This is an optimization exercise on Yosys and OpenROAD, whose aim is small area and a short achievable clock period, not a production implementation. Where RTL was checked, it was by simulation tests only, not by an equivalence proof against the original. Power figures rest on the tool's default switching activity, not on a simulated workload.

// mult_top
module mult_top (
    input  logic               clk,
    input  logic               reset,
    input  logic               in_valid,
    input  mult_pkg::operand_t a,
    input  mult_pkg::operand_t b,
    output logic               out_valid,
    output mult_pkg::product_u product
);
    logic [15:0] a_r, b_r;
    logic [2:1] v;
    logic [31:0] sum_w;
    logic pp_0_0;
    logic pp_0_1;
    logic pp_0_2;
    logic pp_0_3;
    logic pp_0_4;
    logic pp_0_5;
    logic pp_0_6;
    logic pp_0_7;
    logic pp_0_8;
    logic pp_0_9;
    logic pp_0_10;
    logic pp_0_11;
    logic pp_0_12;
    logic pp_0_13;
    logic pp_0_14;
    logic pp_0_15;
    logic pp_1_0;
    logic pp_1_1;
    logic pp_1_2;
    logic pp_1_3;
    logic pp_1_4;
    logic pp_1_5;
    logic pp_1_6;
    logic pp_1_7;
    logic pp_1_8;
    logic pp_1_9;
    logic pp_1_10;
    logic pp_1_11;
    logic pp_1_12;
    logic pp_1_13;
    logic pp_1_14;
    logic pp_1_15;
    logic pp_2_0;
    logic pp_2_1;
    logic pp_2_2;
    logic pp_2_3;
    logic pp_2_4;
    logic pp_2_5;
    logic pp_2_6;
    logic pp_2_7;
    logic pp_2_8;
    logic pp_2_9;
    logic pp_2_10;
    logic pp_2_11;
    logic pp_2_12;
    logic pp_2_13;
    logic pp_2_14;
    logic pp_2_15;
    logic pp_3_0;
    logic pp_3_1;
    logic pp_3_2;
    logic pp_3_3;
    logic pp_3_4;
    logic pp_3_5;
    logic pp_3_6;
    logic pp_3_7;
    logic pp_3_8;
    logic pp_3_9;
    logic pp_3_10;
    logic pp_3_11;
    logic pp_3_12;
    logic pp_3_13;
    logic pp_3_14;
    logic pp_3_15;
    logic pp_4_0;
    logic pp_4_1;
    logic pp_4_2;
    logic pp_4_3;
    logic pp_4_4;
    logic pp_4_5;
    logic pp_4_6;
    logic pp_4_7;
    logic pp_4_8;
    logic pp_4_9;
    logic pp_4_10;
    logic pp_4_11;
    logic pp_4_12;
    logic pp_4_13;
    logic pp_4_14;
    logic pp_4_15;
    logic pp_5_0;
    logic pp_5_1;
    logic pp_5_2;
    logic pp_5_3;
    logic pp_5_4;
    logic pp_5_5;
    logic pp_5_6;
    logic pp_5_7;
    logic pp_5_8;
    logic pp_5_9;
    logic pp_5_10;
    logic pp_5_11;
    logic pp_5_12;
    logic pp_5_13;
    logic pp_5_14;
    logic pp_5_15;
    logic pp_6_0;
    logic pp_6_1;
    logic pp_6_2;
    logic pp_6_3;
    logic pp_6_4;
    logic pp_6_5;
    logic pp_6_6;
  ...
Size in the first run: roughly 960 cells after synthesis, ~150 flip-flops, ~68 I/O pins, roughly 10000 um2 of cells after synthesis.
==> flow/config.mk <==
export PLATFORM = sky130hd
export DESIGN_NAME = mult_top
export DESIGN_NICKNAME = mult_top
export VERILOG_FILES = /design/flow/design.v
export SDC_FILE = /design/flow/constraint.sdc
export NUM_CORES = 4
export LEC_CHECK = 0
export CAP_MARGIN = 20
export CORE_MARGIN = 2
export CORE_UTILIZATION = 40
export PLACE_DENSITY = 0.6
export SLEW_MARGIN = 20
export SYNTH_HIERARCHICAL = 1
==> flow/constraint.sdc <==
create_clock -name core_clock -period 8.0 [get_ports {clk}]
set_input_delay 1.6000 -clock core_clock [delete_from_list [all_inputs] [get_ports {clk}]]
set_output_delay 1.6000 -clock core_clock [all_outputs]
set_load 0.01 [all_outputs]
standard.sh (not shown) runs the stock make flow with config.mk's settings and CLKGATE_MAP_FILE= SYNTH_SCRIPT=/design/flow/synth_recipe.tcl, a recipe that flattens the netlist after the stock synthesis.
==> flow/flow/run.sh <==
#!/bin/bash
# Own layout flow: the standard layout (standard.sh, with its unchanged
# synthesis) plus a few extra ORFS make settings from flow/extra.txt, one
# VAR=value per line. Each step's full output goes to a log in this folder.
set -euo pipefail
EXTRA=()
while IFS= read -r l; do
  [[ -n "$l" && "$l" != \#* ]] && EXTRA+=("$l")
done < flow/extra.txt
# standard.sh passes its knobs on make's command line; ours go after them
sed 's#"${@:-finish}"#"${EXTRA[@]}" "${@:-finish}"#' standard.sh > own_standard.sh
( set -- synth; source ./own_standard.sh ) > synth.log 2>&1
( set -- finish; source ./own_standard.sh ) > layout.log 2>&1
test -f out/final.def
==> flow/flow/extra.txt <==
# port buffers: a plain buffer instead of the delay buffer buffer_ports picks
BUFFER_PORTS_ARGS=-buffer_cell sky130_fd_sc_hd__buf_2
SETUP_SLACK_MARGIN=5.3
The baseline went through all stages and came out clean.
Change:
--- a/flow/flow/extra.txt
+++ b/flow/flow/extra.txt
@@ -3 +2,0 @@
-SETUP_SLACK_MARGIN=5.3
Settings changed: SETUP_SLACK_MARGIN set to 4.85.
Result: Flip-flop and latch count is unchanged; fmax went down by a few percent; power went down by about a fifth; die area is unchanged; worst setup slack gets worse by 110 ps; global-route usage went down by 1.8 points.
Change:
Settings changed: CORE_UTILIZATION 40 to 60, PLACE_DENSITY 0.6 to 0.75, SETUP_SLACK_MARGIN 4.85 to 5.
=> Cell count decreases by 7.7%. Via count increases by 2.9%. Routed wire length decreases by 1.5%. Total power increases by 5.3%. Clock skew is about the same.
Change:
Settings changed: CORE_UTILIZATION 60 to 40, PLACE_DENSITY 0.75 to 0.6.
After rerunning: The new run went through all stages and came out clean. Die area rises by 48%. Clock power is lower by about 1%. Design area grows by 1.3%. Global-route usage drops by 8.6 points. Wire length climbs by 3.1%. Non-clock buffer count rose by 8. Maximum frequency is higher by 2.3%. Core utilization is lower by 23 points. Setup slack is better by 69 ps. Flip-flop and latch count stays the same.
Change:
Settings changed: CTS_BUF_LIST set to sky130_fd_sc_hd__clkbuf_4 sky130_fd_sc_hd__clkbuf_8.
Outcome:
- routed wire length drops by about 0.8%
- core utilization drops by 0.85 points
- maximum frequency hardly moves
- die area does not change
- area after synthesis stays the same
- worst hold slack gets better by 3.7 ps
- register-to-register slack hardly moves
- cell area drops by 1.8%
- cell count does not change
- flip-flop and latch count stays the same

Another version of the RTL of mult_top (not shown whole).
Size: ~970 cells after synthesis, ~140 flip-flops, roughly 68 I/O pins.
## mult_top
module mult_top (
    input  logic               clk,
    input  logic               reset,
    input  logic               in_valid,
    input  mult_pkg::operand_t a,
    input  mult_pkg::operand_t b,
    output logic               out_valid,
    output mult_pkg::product_u product
);
==> flow/config.mk <==
export PLATFORM = sky130hd
export DESIGN_NAME = mult_top
export DESIGN_NICKNAME = mult_top
export VERILOG_FILES = /design/flow/design.v
export SDC_FILE = /design/flow/constraint.sdc
export NUM_CORES = 4
export LEC_CHECK = 0
export CAP_MARGIN = 20
export CORE_MARGIN = 2
export CORE_UTILIZATION = 40
export CTS_BUF_LIST = sky130_fd_sc_hd__clkbuf_4 sky130_fd_sc_hd__clkbuf_8
export PLACE_DENSITY = 0.6
export SETUP_SLACK_MARGIN = 5
export SLEW_MARGIN = 20
export SYNTH_HIERARCHICAL = 1
==> flow/constraint.sdc <==
create_clock -name core_clock -period 8.0 [get_ports {clk}]
set_input_delay 1.6000 -clock core_clock [delete_from_list [all_inputs] [get_ports {clk}]]
set_output_delay 1.6000 -clock core_clock [all_outputs]
set_load 0.01 [all_outputs]
==> flow/flow/extra.txt <==
# port buffers: a plain buffer instead of the delay buffer buffer_ports picks
BUFFER_PORTS_ARGS=-buffer_cell sky130_fd_sc_hd__buf_2
Scripts as last shown in full above: flow/flow/run.sh
The starting point ran to the end with no violations.
Edit:
PLACE_DENSITY = 0.7   (was 0.6)
Outcome: Cell count climbs by about 0.37%; die area stays the same; fmax hardly moves; synthesized cell count is unchanged; wire length drops by 2.6%; core utilization is about the same; global-route usage drops by 0.46 points.

== main ==
Another version of the RTL of mult_top (not shown whole).
Size in the first run: roughly 68 I/O pins, ~11000 um^2 of cells after synthesis.
Settings: LEC_CHECK=0, ABC_AREA=1, CAP_MARGIN=20, CORE_MARGIN=2, CORE_UTILIZATION=40, PLACE_DENSITY=0.6, SETUP_SLACK_MARGIN=5, SLEW_MARGIN=20, SYNTH_HIERARCHICAL=1; clock period 8.0 ns.
Scripts as last shown in full above: flow/flow/run.sh, flow/flow/extra.txt
--- input diff main..the feature branch ---
- removing ABC_AREA (formerly 1)
--- outcome ---
- Between the feature branch and main, it is the feature branch whose final weighted congestion in routability-driven placement is lower, by about 5.6%.
- Sort the feature branch and main by cell area after synthesis desc -> top: main
- Re via count: the feature branch is 9.4% down on main.
- Comparing the feature branch and main, the lower die outline area is on the feature branch.
- Against main, the feature branch comes in 0.84% lower on total power.
No functional check of the RTL was part of any run of this note.

the previous run:
mult_top with an RTL version that a note above also has.
Size: ~1300 cells after synthesis, roughly 140 flip-flops.
clock: 8.0 ns
lec_check: 0
abc_area: 1
cap_margin: 20
core_margin: 2
core_utilization: 40
cts_buf_list: sky130_fd_sc_hd__clkbuf_4 sky130_fd_sc_hd__clkbuf_8
place_density: 0.6
setup_slack_margin: 5
slew_margin: 20
synth_hierarchical: 1
Scripts as last shown in full above: flow/flow/run.sh, flow/flow/extra.txt
What the current run does differently from the previous run at the input level:
--- a/flow/config.mk
+++ b/flow/config.mk
@@ -7,3 +7,2 @@
 export LEC_CHECK = 0
-export ABC_AREA = 1
 export CAP_MARGIN = 20
@@ -13,3 +12,3 @@
 export PLACE_DENSITY = 0.6
-export SETUP_SLACK_MARGIN = 5
+export SETUP_SLACK_MARGIN = 4.9
 export SLEW_MARGIN = 20
==> comparison <==
TritonCTS buffer count came out exactly the same in the current run and the previous run.
Going from the previous run to the current run, count of filler cells inserted in the layout decreased by 229 relative to the old numbers, proportion of cell area occupied by multi-input gates increased by 2.0 points relative to the old numbers.
No stage failed in the current run, and the final checks on the layout all came back clean.
Summary of the comparison: final cell count without fillers is lower in the current run, relative to the previous run.

==> static timing again, ports no longer ideal <==
The flow's constraints put no driver on any port. The routed layouts listed below were extracted and timed again, unchanged, in two steps. Step 1, drivers: a clkbuf_16 drives clk and a buf_2 each remaining input, both assumed. Step 2, shift: input delay + t, output delay - t, t = (earliest + latest rising clock arrival at the registers) / 2. This alone moves slack from input paths to output paths. a / b / c = ideal ports / drivers / drivers and shift; a / b = the first two.
run | t, ns | slack for setup (ns) | worst hold slack (ns) | worst register clock-pin slew, ns | worst data-port slew with drivers (ns)
the first run of note 1 | 0.475 | 5.053 / 5.053 / 4.809 | 0.406 / 0.406 / 0.406 | 0.07 / 0.07 | 0.04
the second run of note 1 | 0.476 | 4.945 / 4.945 / 4.691 | 0.406 / 0.406 / 0.406 | 0.07 / 0.07 | 0.04
the third run of note 1 | 0.477 | 4.952 / 4.952 / 4.724 | 0.411 / 0.411 / 0.411 | 0.07 / 0.07 | 0.04
the fourth run of note 1 | 0.468 | 5.021 / 5.021 / 4.712 | 0.408 / 0.408 / 0.408 | 0.07 / 0.07 | 0.04
the fifth run of note 1 | 0.510 | 5.021 / 5.021 / 4.711 | 0.412 / 0.412 / 0.412 | 0.10 / 0.10 | 0.04
the first run of note 2 | 0.497 | 5.025 / 5.025 / 5.025 | 0.387 / 0.387 / 0.387 | 0.10 / 0.10 | 0.03
the second run of note 2 | 0.506 | 5.023 / 5.023 / 5.023 | 0.403 / 0.403 / 0.403 | 0.09 / 0.09 | 0.04
main | 0.494 | 4.937 / 4.937 / 4.937 | 0.388 / 0.388 / 0.388 | 0.08 / 0.08 | 0.03
the feature branch | 0.465 | 4.944 / 4.944 / 4.944 | 0.385 / 0.385 / 0.385 | 0.07 / 0.07 | 0.04
the previous run | 0.495 | 5.054 / 5.054 / 5.054 | 0.408 / 0.408 / 0.408 | 0.10 / 0.10 | 0.03
the current run | 0.497 | 4.963 / 4.963 / 4.963 | 0.400 / 0.400 / 0.400 | 0.10 / 0.10 | 0.04
After both steps setup and hold are still met in every run listed. For the fifth run of note 1, which loses most, drivers alone change the setup slack by 0.000 ns; drivers and shift together by -0.310 ns.
